What follows belongs to an exercise in optimizing a design on an open flow for small area, a short achievable clock period and few clock cycles; a production flow would make more cautious choices. Function not checked in this run: the RTL went through the layout flow alone. No activity file was given, so power comes from the tool's default toggle rates.

## flow/design.v

```verilog
`timescale 1ns / 1ps
package sle_pkg;
  localparam logic [2:0] ACT_NONE   = 3'd0;
  localparam logic [2:0] ACT_ADD    = 3'd1;
  localparam logic [2:0] ACT_BKSP   = 3'd2;
  localparam logic [2:0] ACT_ENTER  = 3'd3;
  localparam logic [2:0] ACT_CLEAR  = 3'd4;
  localparam logic [2:0] ACT_SWITCH = 3'd5;
  localparam logic [2:0] ACT_READ   = 3'd6;
  localparam logic [6:0] CH_NEWLINE = 7'h0A;
  localparam int RES_W = 24;
endpackage
`timescale 1ns / 1ps
module sle_ram (
  input  logic       clk,
  input  logic       we,
  input  logic [1:0] wt,
  input  logic [6:0] wi,
  input  logic [6:0] wd,
  input  logic [1:0] rt,
  input  logic [6:0] ri,
  output logic [6:0] rdata
);
  logic [127:0][6:0] line0, line1, line2;
  logic [2:0]        wt_hit;
  assign wt_hit[0] = we && (wt == 2'd0);
  assign wt_hit[1] = we && (wt == 2'd1);
  assign wt_hit[2] = we && (wt == 2'd2);
  for (genvar i = 0; i < 127; i++) begin : g_byte
    logic [6:0] b0, b1, b2;
    always_ff @(posedge clk) begin
      if (wt_hit[0] && (wi == 7'(i))) b0 <= wd;
      if (wt_hit[1] && (wi == 7'(i))) b1 <= wd;
      if (wt_hit[2] && (wi == 7'(i))) b2 <= wd;
    end
    assign line0[i] = b0;
    assign line1[i] = b1;
    assign line2[i] = b2;
  end
  assign line0[127] = 7'h0A;
  assign line1[127] = 7'h0A;
  assign line2[127] = 7'h0A;
  logic [6:0] r0, r1, r2;
  assign r0 = line0[ri];
  assign r1 = line1[ri];
  assign r2 = line2[ri];
  assign rdata = rt[1] ? r2 : (rt[0] ? r1 : r0);
endmodule
`timescale 1ns / 1ps
import sle_pkg::*;
module sle_ctrl (
  input  logic       clk,
  input  logic       rst,
  input  logic       v,           
  input  logic       rd,          
  input  logic       ie,          
  input  logic [7:0] code,
  input  logic       f_sh_set,
  input  logic       f_sh_clr,
  input  logic       f_alt_set,
  input  logic       f_alt_clr,
  input  logic       f_ctl_set,
  input  logic       f_ctl_clr,
  input  logic       f_caps,
  input  logic       f_l,         
  input  logic       f_fn,        
  input  logic       f_bksp,
  input  logic       f_enter,
  input  logic       f_key,       
  input  logic [1:0] rt,
  input  logic [6:0] ri,
  input  logic [6:0] mem_byte,    
  output logic [RES_W-1:0] res,
  output logic       w_we,        
  output logic [1:0] w_t,
  output logic [6:0] w_i,
  output logic [6:0] w_d
);
  function automatic [7:0] scan_key;
    input logic [7:0] code;
    input logic       shift;
    input logic       caps;
    logic [7:0] lo;
    logic [7:0] hi;
    logic       letter;
    logic       sel;
    begin
      {lo, hi, letter} = {8'h00, 8'h00, 1'b0};
      case (code)
        8'h02: {lo, hi, letter} = {"1", "!", 1'b0};
        8'h03: {lo, hi, letter} = {"2", "@", 1'b0};
        8'h04: {lo, hi, letter} = {"3", "#", 1'b0};
        8'h05: {lo, hi, letter} = {"4", "$", 1'b0};
        8'h06: {lo, hi, letter} = {"5", "%", 1'b0};
        8'h07: {lo, hi, letter} = {"6", "^", 1'b0};
        8'h08: {lo, hi, letter} = {"7", "&", 1'b0};
        8'h09: {lo, hi, letter} = {"8", "*", 1'b0};
        8'h0A: {lo, hi, letter} = {"9", "(", 1'b0};
        8'h0B: {lo, hi, letter} = {"0", ")", 1'b0};
        8'h0C: {lo, hi, letter} = {"-", "_", 1'b0};
        8'h0D: {lo, hi, letter} = {"=", "+", 1'b0};
        8'h0F: {lo, hi, letter} = {8'h09, 8'h09, 1'b0};
        8'h10: {lo, hi, letter} = {"q", "Q", 1'b1};
        8'h11: {lo, hi, letter} = {"w", "W", 1'b1};
        8'h12: {lo, hi, letter} = {"e", "E", 1'b1};
        8'h13: {lo, hi, letter} = {"r", "R", 1'b1};
        8'h14: {lo, hi, letter} = {"t", "T", 1'b1};
        8'h15: {lo, hi, letter} = {"y", "Y", 1'b1};
        8'h16: {lo, hi, letter} = {"u", "U", 1'b1};
        8'h17: {lo, hi, letter} = {"i", "I", 1'b1};
        8'h18: {lo, hi, letter} = {"o", "O", 1'b1};
        8'h19: {lo, hi, letter} = {"p", "P", 1'b1};
        8'h1A: {lo, hi, letter} = {"[", "{", 1'b0};
        8'h1B: {lo, hi, letter} = {"]", "}", 1'b0};
        8'h1E: {lo, hi, letter} = {"a", "A", 1'b1};
        8'h1F: {lo, hi, letter} = {"s", "S", 1'b1};
        8'h20: {lo, hi, letter} = {"d", "D", 1'b1};
        8'h21: {lo, hi, letter} = {"f", "F", 1'b1};
        8'h22: {lo, hi, letter} = {"g", "G", 1'b1};
        8'h23: {lo, hi, letter} = {"h", "H", 1'b1};
        8'h24: {lo, hi, letter} = {"j", "J", 1'b1};
        8'h25: {lo, hi, letter} = {"k", "K", 1'b1};
        8'h26: {lo, hi, letter} = {"l", "L", 1'b1};
        8'h27: {lo, hi, letter} = {";", ":", 1'b0};
        8'h28: {lo, hi, letter} = {8'h27, 8'h22, 1'b0};
        8'h29: {lo, hi, letter} = {8'h60, "~", 1'b0};
        8'h2B: {lo, hi, letter} = {8'h5C, "|", 1'b0};
        8'h2C: {lo, hi, letter} = {"z", "Z", 1'b1};
        8'h2D: {lo, hi, letter} = {"x", "X", 1'b1};
        8'h2E: {lo, hi, letter} = {"c", "C", 1'b1};
        8'h2F: {lo, hi, letter} = {"v", "V", 1'b1};
        8'h30: {lo, hi, letter} = {"b", "B", 1'b1};
        8'h31: {lo, hi, letter} = {"n", "N", 1'b1};
        8'h32: {lo, hi, letter} = {"m", "M", 1'b1};
        8'h33: {lo, hi, letter} = {",", "<", 1'b0};
        8'h34: {lo, hi, letter} = {".", ">", 1'b0};
        8'h35: {lo, hi, letter} = {"/", "?", 1'b0};
        8'h39: {lo, hi, letter} = {" ", " ", 1'b0};
        default: {lo, hi, letter} = {8'h00, 8'h00, 1'b0};
      endcase
      sel = letter ? (shift ^ caps) : shift;
      scan_key = sel ? hi : lo;
    end
  endfunction
  logic       shift_held, caps_lock, ctrl_held, alt_held;
  logic [1:0] active_terminal;
  logic [6:0] edit_count [3];
  logic [7:0] line_length [3];
  logic       scan;
  logic       shift_next, caps_next, ctrl_next, alt_next;
  logic       do_clear, do_switch, do_bksp, do_add, do_enter;
  logic [1:0] sw_idx, term_next;
  logic [6:0] pos, pos_dec, pos_sw;
  logic [7:0] pos_inc;
  logic [6:0] key;
  logic [7:0] ll_rd;
  logic       hit;
  logic [2:0] action;
  logic [7:0] line_count;
  logic [6:0] char_code;
  logic [3:0] mods;
  logic [7:0] key8;
  always_comb begin
    scan       = v && !rd;
    shift_next = f_sh_set  || (shift_held && !f_sh_clr);
    alt_next   = f_alt_set || (alt_held && !f_alt_clr);
    ctrl_next  = f_ctl_set || (ctrl_held && !f_ctl_clr);
    caps_next  = caps_lock ^ f_caps;
    do_clear   = f_l && ctrl_held;
    do_switch  = f_fn && alt_held;
    sw_idx     = code[1:0] - 2'd3;
    term_next  = do_switch ? sw_idx : active_terminal;
    pos        = active_terminal[1] ? edit_count[2] : (active_terminal[0] ? edit_count[1] : edit_count[0]);
    pos_sw     = sw_idx[1] ? edit_count[2] : (sw_idx[0] ? edit_count[1] : edit_count[0]);
    pos_dec    = pos - 7'd1;
    pos_inc    = {1'b0, pos} + 8'd1;
    key8       = scan_key(code, shift_held, caps_lock);
    key        = key8[6:0];
    do_bksp    = f_bksp && ie && (pos != 7'd0);
    do_add     = f_key && ie && !do_clear && (pos != 7'd127);
    do_enter   = f_enter && ie;
    ll_rd = rt[1] ? (rt[0] ? 8'd0 : line_length[2]) : (rt[0] ? line_length[1] : line_length[0]);
    hit   = ({1'b0, ri} < ll_rd);
    if (rd) begin
      mods       = {alt_held, ctrl_held, caps_lock, shift_held};
      action     = ACT_READ;
      line_count = ll_rd;
      char_code  = hit ? mem_byte : 7'h00;
    end else begin
      mods       = {alt_next, ctrl_next, caps_next, shift_next};
      action     = ACT_NONE;
      line_count = {1'b0, pos};
      char_code  = 7'h00;
      if (do_clear) begin
        action     = ACT_CLEAR;
        line_count = 8'd0;
      end else if (do_switch) begin
        action     = ACT_SWITCH;
        line_count = {1'b0, pos_sw};
      end else if (do_bksp) begin
        action     = ACT_BKSP;
        line_count = {1'b0, pos_dec};
      end else if (do_add) begin
        action     = ACT_ADD;
        line_count = pos_inc;
        char_code  = key;
      end else if (do_enter) begin
        action     = ACT_ENTER;
        line_count = pos_inc;
        char_code  = CH_NEWLINE;
      end
    end
    res = {action, mods, line_count, (rd ? rt : term_next), char_code};
  end
  always_ff @(posedge clk) begin
    if (rst) begin
      shift_held      <= 1'b0;
      caps_lock       <= 1'b0;
      ctrl_held       <= 1'b0;
      alt_held        <= 1'b0;
      active_terminal <= 2'd0;
      for (int i = 0; i < 3; i++) begin
        edit_count[i]  <= 7'd0;
        line_length[i] <= 8'd0;
      end
    end else if (scan) begin
      shift_held      <= shift_next;
      caps_lock       <= caps_next;
      ctrl_held       <= ctrl_next;
      alt_held        <= alt_next;
      active_terminal <= term_next;
      if (do_clear) begin
        edit_count[active_terminal]  <= 7'd0;
        line_length[active_terminal] <= 8'd0;
      end else if (do_bksp) begin
        edit_count[active_terminal] <= pos_dec;
      end else if (do_add) begin
        edit_count[active_terminal] <= pos_inc[6:0];
      end else if (do_enter) begin
        edit_count[active_terminal]  <= 7'd0;
        line_length[active_terminal] <= pos_inc;
      end
    end
  end
  always_ff @(posedge clk) begin
    if (rst) begin
      w_we <= 1'b0;
    end else begin
      w_we <= scan && (do_bksp || do_add || do_enter);
    end
  end
  always_ff @(posedge clk) begin
    w_t <= active_terminal;
    w_i <= do_bksp ? pos_dec : pos;
    w_d <= do_add ? key : (do_enter ? CH_NEWLINE : 7'h00);
  end
endmodule
`timescale 1ns / 1ps
import sle_pkg::*;
module scancode_line_editor_core #(
  parameter int TERMINALS  = 3,
  parameter int LINE_BYTES = 128
) (
  input  logic        clk,
  input  logic        rst,
  input  logic        s_tvalid,
  output logic        s_tready,
  input  logic [23:0] s_tdata,    
  input  logic        s_tuser,    
  output logic        m_tvalid,
  input  logic        m_tready,
  output logic [23:0] m_tdata,    
  output logic [2:0]  m_tuser,    
  input  logic        psel,
  input  logic        penable,
  input  logic        pwrite,
  input  logic [2:0]  paddr,
  input  logic [31:0] pwdata,
  output logic [31:0] prdata,
  output logic        pready
);
  logic input_enable, ie_next, prd_q;
  logic acc, take;
  assign pready  = 1'b1;
  assign ie_next = (psel && penable && pwrite && (paddr[2] == 1'b0)) ? pwdata[0] : input_enable;
  always_ff @(posedge clk) begin
    if (rst) begin
      input_enable <= 1'b0;
      prd_q        <= 1'b0;
    end else begin
      input_enable <= ie_next;
      prd_q        <= ie_next && (paddr[2] == 1'b0);
    end
  end
  assign prdata = {31'b0, prd_q};
  logic       s_rdy_q;
  logic [1:0] outstanding;
  assign s_tready = s_rdy_q;
  assign acc      = s_tvalid && s_rdy_q;
  assign take     = m_tvalid && m_tready;
  logic       v1, rd1, ie1;
  logic [7:0] code1;
  logic [1:0] rt1;
  logic [6:0] ri1;
  logic       f_sh_set, f_sh_clr, f_alt_set, f_alt_clr, f_ctl_set, f_ctl_clr, f_caps;
  logic       f_l, f_fn, f_bksp, f_enter, f_key;
  logic [7:0] c;
  assign c = s_tdata[7:0];
  always_ff @(posedge clk) begin
    if (rst) begin
      v1          <= 1'b0;
      outstanding <= 2'd0;
      s_rdy_q     <= 1'b1;
    end else begin
      v1          <= acc;
      outstanding <= outstanding + 2'(acc) - 2'(take);
      s_rdy_q     <= (outstanding + 2'(acc) - 2'(take)) != 2'd3;
    end
  end
  always_ff @(posedge clk) begin
    rd1       <= s_tuser;
    ie1       <= input_enable;
    code1     <= c;
    rt1       <= s_tdata[9:8];
    ri1       <= s_tdata[16:10];
    f_sh_set  <= (c == 8'h2A) || (c == 8'h36);
    f_sh_clr  <= (c == 8'hAA) || (c == 8'hB6);
    f_alt_set <= (c == 8'h38);
    f_alt_clr <= (c == 8'hB8);
    f_ctl_set <= (c == 8'h1D);
    f_ctl_clr <= (c == 8'h9D);
    f_caps    <= (c == 8'h3A);
    f_l       <= (c == 8'h26);
    f_fn      <= (c == 8'hBB) || (c == 8'hBC) || (c == 8'hBD);
    f_bksp    <= (c == 8'h0E);
    f_enter   <= (c == 8'h1C);
    f_key     <= ((c >= 8'h02) && (c <= 8'h0D)) || ((c >= 8'h0F) && (c <= 8'h1B)) ||
                 ((c >= 8'h1E) && (c <= 8'h29)) || ((c >= 8'h2B) && (c <= 8'h35)) ||
                 (c == 8'h39);
  end
  logic             w_we;
  logic [1:0]       w_t;
  logic [6:0]       w_i, w_d;
  logic [6:0]       ram_rdata, mem_byte;
  logic [RES_W-1:0] res;
  sle_ram u_line_store (
    .clk  (clk),
    .we   (w_we),
    .wt   (w_t),
    .wi   (w_i),
    .wd   (w_d),
    .rt   (rt1),
    .ri   (ri1),
    .rdata(ram_rdata)
  );
  assign mem_byte = (w_we && (w_t == rt1) && (w_i == ri1)) ? w_d : ram_rdata;
  sle_ctrl u_ctrl (
    .clk      (clk),
    .rst      (rst),
    .v        (v1),
    .rd       (rd1),
    .ie       (ie1),
    .code     (code1),
    .f_sh_set (f_sh_set),
    .f_sh_clr (f_sh_clr),
    .f_alt_set(f_alt_set),
    .f_alt_clr(f_alt_clr),
    .f_ctl_set(f_ctl_set),
    .f_ctl_clr(f_ctl_clr),
    .f_caps   (f_caps),
    .f_l      (f_l),
    .f_fn     (f_fn),
    .f_bksp   (f_bksp),
    .f_enter  (f_enter),
    .f_key    (f_key),
    .rt       (rt1),
    .ri       (ri1),
    .mem_byte (mem_byte),
    .res      (res),
    .w_we     (w_we),
    .w_t      (w_t),
    .w_i      (w_i),
    .w_d      (w_d)
  );
  logic [2:0]       qv, sv;
  logic [RES_W-1:0] q0, q1, q2, s0, s1, s2;
  logic             push;
  assign push = v1;
  always_comb begin
    if (take) begin
      sv = {1'b0, qv[2:1]};
      s0 = q1;
      s1 = q2;
      s2 = q2;
    end else begin
      sv = qv;
      s0 = q0;
      s1 = q1;
      s2 = q2;
    end
  end
  always_ff @(posedge clk) begin
    if (rst) begin
      qv <= 3'b000;
    end else begin
      qv <= push ? {sv[1:0], 1'b1} : sv;
    end
  end
  always_ff @(posedge clk) begin
    q0 <= (push && !sv[0]) ? res : s0;
    q1 <= (push && sv[0] && !sv[1]) ? res : s1;
    q2 <= (push && sv[1]) ? res : s2;
  end
  assign m_tvalid = qv[0];
  assign m_tuser  = q0[23:21];
  assign m_tdata  = {2'b00, q0[20:17], q0[16:9], q0[8:7], 1'b0, q0[6:0]};
endmodule
```

## flow/constraint.sdc

```tcl
create_clock -name core_clock -period 12.0 [get_ports {clk}]
set_input_delay 2.4000 -clock core_clock [delete_from_list [all_inputs] [get_ports {clk}]]
set_output_delay 2.4000 -clock core_clock [all_outputs]
set_load 0.01 [all_outputs]
```

## flow/config.mk

```make
export PLATFORM = sky130hd
export DESIGN_NAME = scancode_line_editor_core
export DESIGN_NICKNAME = scancode_line_editor_core
export VERILOG_FILES = /design/flow/design.v
export SDC_FILE = /design/flow/constraint.sdc
export NUM_CORES = 4
export LEC_CHECK = 0
export CAP_MARGIN = 20
export CORE_MARGIN = 2
export CORE_UTILIZATION = 40
export SLEW_MARGIN = 20
```

## flow/run.sh

```bash
#!/bin/bash
# synth_recipe.tcl (not shown) runs the flow's synth.tcl, then flattens the netlist and writes it again
# the make line also repeats each setting of config.mk as NAME=value (left out here)
make -C /OpenROAD-flow-scripts/flow DESIGN_CONFIG=/design/flow/config.mk WORK_HOME=/design/flow/orfs CLKGATE_MAP_FILE= SYNTH_SCRIPT=/design/flow/synth_recipe.tcl finish
```

==> summary.txt <==
-- kinds of logic after synthesis --
group	count (synthesis)	share of synthesized area
muxes	1058	0.133
and+or+nand+nor	1182	0.0452
other	2	0.0000651
AOI/OAI and AO/OA	957	0.0548
DFF	2858	0.737
adders and majority gates	23	0.00249
buffers and inverters	511	0.0246
xor gates and xnor gates	33	0.00250
-- synth_stat cells, drive strengths merged (28+ instances only) --
cell type  instances
edfxtp          2784
mux2i            600
nor2             563
mux4             372
nand2            273
buf              264
o21ai            213
clkbuf           199
a21oi            180
a22oi            110
mux2              86
dfxtp             74
nand3             71
nor3              69
o22ai             63
a31oi             60
a211oi            56
o211ai            49
inv               46
nand2b            43
nor2b             34
nand4             28
-- critical path: stages (launching register included) --
cell and delay, ns:
dfxtp_4 0.83, buf_4 0.80, buf_4 0.67, mux2i_1 0.31, a21oi_1 0.09, a221oi_1 0.70
o32ai_1 0.33, o311ai_0 1.01, o211ai_1 0.22, o21ai_1 0.64, a31oi_1 0.18
-- per-layer routing --
layer | vias to the layer above | wire, um | global-route usage
li1 | 26533 | - | -
met1 | 33983 | 137000 | 0.322
met2 | 3828 | 162000 | 0.365
met3 | 713 | 37000 | 0.0503
met4 | 10 | 18300 | 0.108
met5 | - | 138 | 0
-- sequential cells by signal, indices dropped and copies added, names as in the netlist, 21 cells and up, named ones only --
register,cells
q0,24
q2,24
u_line_store.g_byte.b1,889
u_ctrl.edit_count,21
u_line_store.g_byte.b2,889
q1,24
u_line_store.g_byte.b0,889
u_ctrl.line_length,24
-- power by group --
part	switching, mW	internal, mW	total, mW
logic	0.635	0.272	0.907
registers	0.0357	10.8	10.9
clock network	3.86	5.08	8.94
total	4.53	16.2	20.7
-- through the flow --
step / worst slack (ns) / power, mW / hold slack [ns] / instance area, um2 / cells
after floorplan: 5.87 / 11.6 / 0.326 / 116000 / 6657
after global placement: 6.11 / 11.9 / 0.345 / 120000 / 10181
after detailed placement: 6.02 / 12.0 / 0.343 / 120000 / 10182
after CTS: 5.99 / 20.8 / 0.361 / 129000 / 10702
after global routing: 5.76 / 21.2 / 0.371 / 129000 / 10712
final: 5.75 / 20.7 / 0.356 / 129000 / 10721
-- cell type report --
cell class	instances	area share
repair buffers	211	0.0154
well taps	3781	0.0367
clock buffers	360	0.0602
inverters	48	0.00144
diodes	15	0.000291
flip-flops and latches	2858	0.660
clock inverters	160	0.0112
multi-input cells	3288	0.215
-- worst paths after layout --
path	cells past startpoint	end	slack (ns)	from
setup / recovery	10	q0[0]$_DFFE_PP_	5.75	rt1[0]$_DFF_P_
hold / removal	0	ie1$_DFF_P_	0.36	input_enable$_SDFF_PP0_
setup reg to reg	10	q0[0]$_DFFE_PP_	5.75	rt1[0]$_DFF_P_
hold reg to reg	0	ie1$_DFF_P_	0.36	input_enable$_SDFF_PP0_
==> results.cfg <==
[detailed_routing]
final_antenna_net_count = 0
avgViaCountPerCell = 6.07
routedWlPerCell_um = 33.0
vias = 65067
drc = 0
drt_first_pass_iters = 6
wl_um = 354000
drt_iter0_drc = 9851

[run_status]
status = timing/DRC/antenna clean

[floorplanning]
core_area_mm2 = 0.288
rows = 197
initial_core_util = 0.401
die_h_um = 541
io_pins = 129
die_w_um = 541
dieArea_mm2 = 0.293

[global_route]
grt.total_usage = 0.237
overflow = 0
grt_max_degree = 224
grt_pass1_vias = 62548
antenna_found_initial = 29
grt_first_pass_wirelength_um = 491000

[synth]
synthesis.area_mm2 = 0.115
synth_seq_area_share = 0.737
avgSynthCellArea_um2 = 17.4
post_synth_num_cell_types = 92
ys_warn_count = 3
ys.flop_type = edfxtp_1
synth-edff-count = 2784
synth_area_leader_cell = edfxtp_1
synth_top_cell_area_share = 0.724
synthArstFlopShare = 0
synthTopCellsByArea = edfxtp_1 (72%), mux4_2 (7.2%), mux2i_1 (5.2%)
ys_ff_latch = 2858
syn_inst = 6624

[cts]
clock_path_buffers = 4
clkSinkCount = 2858
cts_hold_buffers = 0
clkLatencyLatePin_ns = 0.90
ctsResizeCount = 0
post_cts_buffers = 0
numCtsBuffers = 298
root_buffer = clkbuf_16
cts_tree = done
cts.clk_slew.worst_paths_ns = 0.06
cts.htree.levels = 5

[setup_path]
cp-start-kind = flop
cp.required_ns = 12.57
path_class = reg -> reg
arrival_ns = 6.82
crit_fanout = 32
cp-end-kind = flop

[finish]
area_delta_synth_final_pct = 11.8
final_common_cell = edfxtp_1
nNetsFinal = 6795
drive_gt1_frac = 0.157
mostFrequentLayoutCells = edfxtp_1 (2784), mux2i_1 (600), nor2_1 (555), mux4_2 (369), clkbuf_16 (301)
fillCellCount = 24514
multi_input_area_mm2 = 0.0278
register_area_mm2 = 0.0851
post-route-util = 0.449

[timing]
rsz0062_at_grt = no
period_minus_slack_ns = 6.25
slew_headroom = 0.171
fin_crit_sh = 0.521
hold_viol_final = 0
fin_setup_tns_ns = 0
tightest_slew_ns = 1.24
fin_skew_ns = 0.0835
fmax_mhz = 160
setup_viol = 0
slew_violations = 0

[worst_hold_path]
hold_path.class = reg -> reg

[power]
leakagePower_nw = 37.4
power.density_mw_per_mm2 = 160
ir_worst_vdd_uv = 104

[place]
gp_congestion = 0.914
numPortBuffers = 53
hpwl_um = 217000

[flow_run]
drv_cap = 0

static timing again, ports no longer ideal:
How much do the figures lean on ideal ports? The routed layout below was timed once more, with nothing changed but the port constraints.
Step 1 (the two cells are an assumption about what drives the block):
set clk [get_ports {clk}]
set_driving_cell -lib_cell sky130_fd_sc_hd__clkbuf_16 $clk
set_driving_cell -lib_cell sky130_fd_sc_hd__buf_2 [delete_from_list [all_inputs] $clk]
Step 2 times the ports against the registers' clock, not the clock port: input delays grow and output delays shrink by t, the midpoint of the rising clock arrivals with the driver on.
Slacks: no drivers / after step 1 / after step 2; pairs: no drivers / after step 1.
t, ns: 0.963
setup slack, ns: 5.748 / 5.748 / 5.748
latest minus earliest clock arrival (ns): 0.092 / 0.092
slew at the worst register clock pin (ns): 0.07 / 0.07
pins driven straight from the clock port: 1
After both steps setup and hold are still met in this run. For this run, drivers alone change the setup slack by 0.000 ns; drivers and shift together by 0.000 ns.
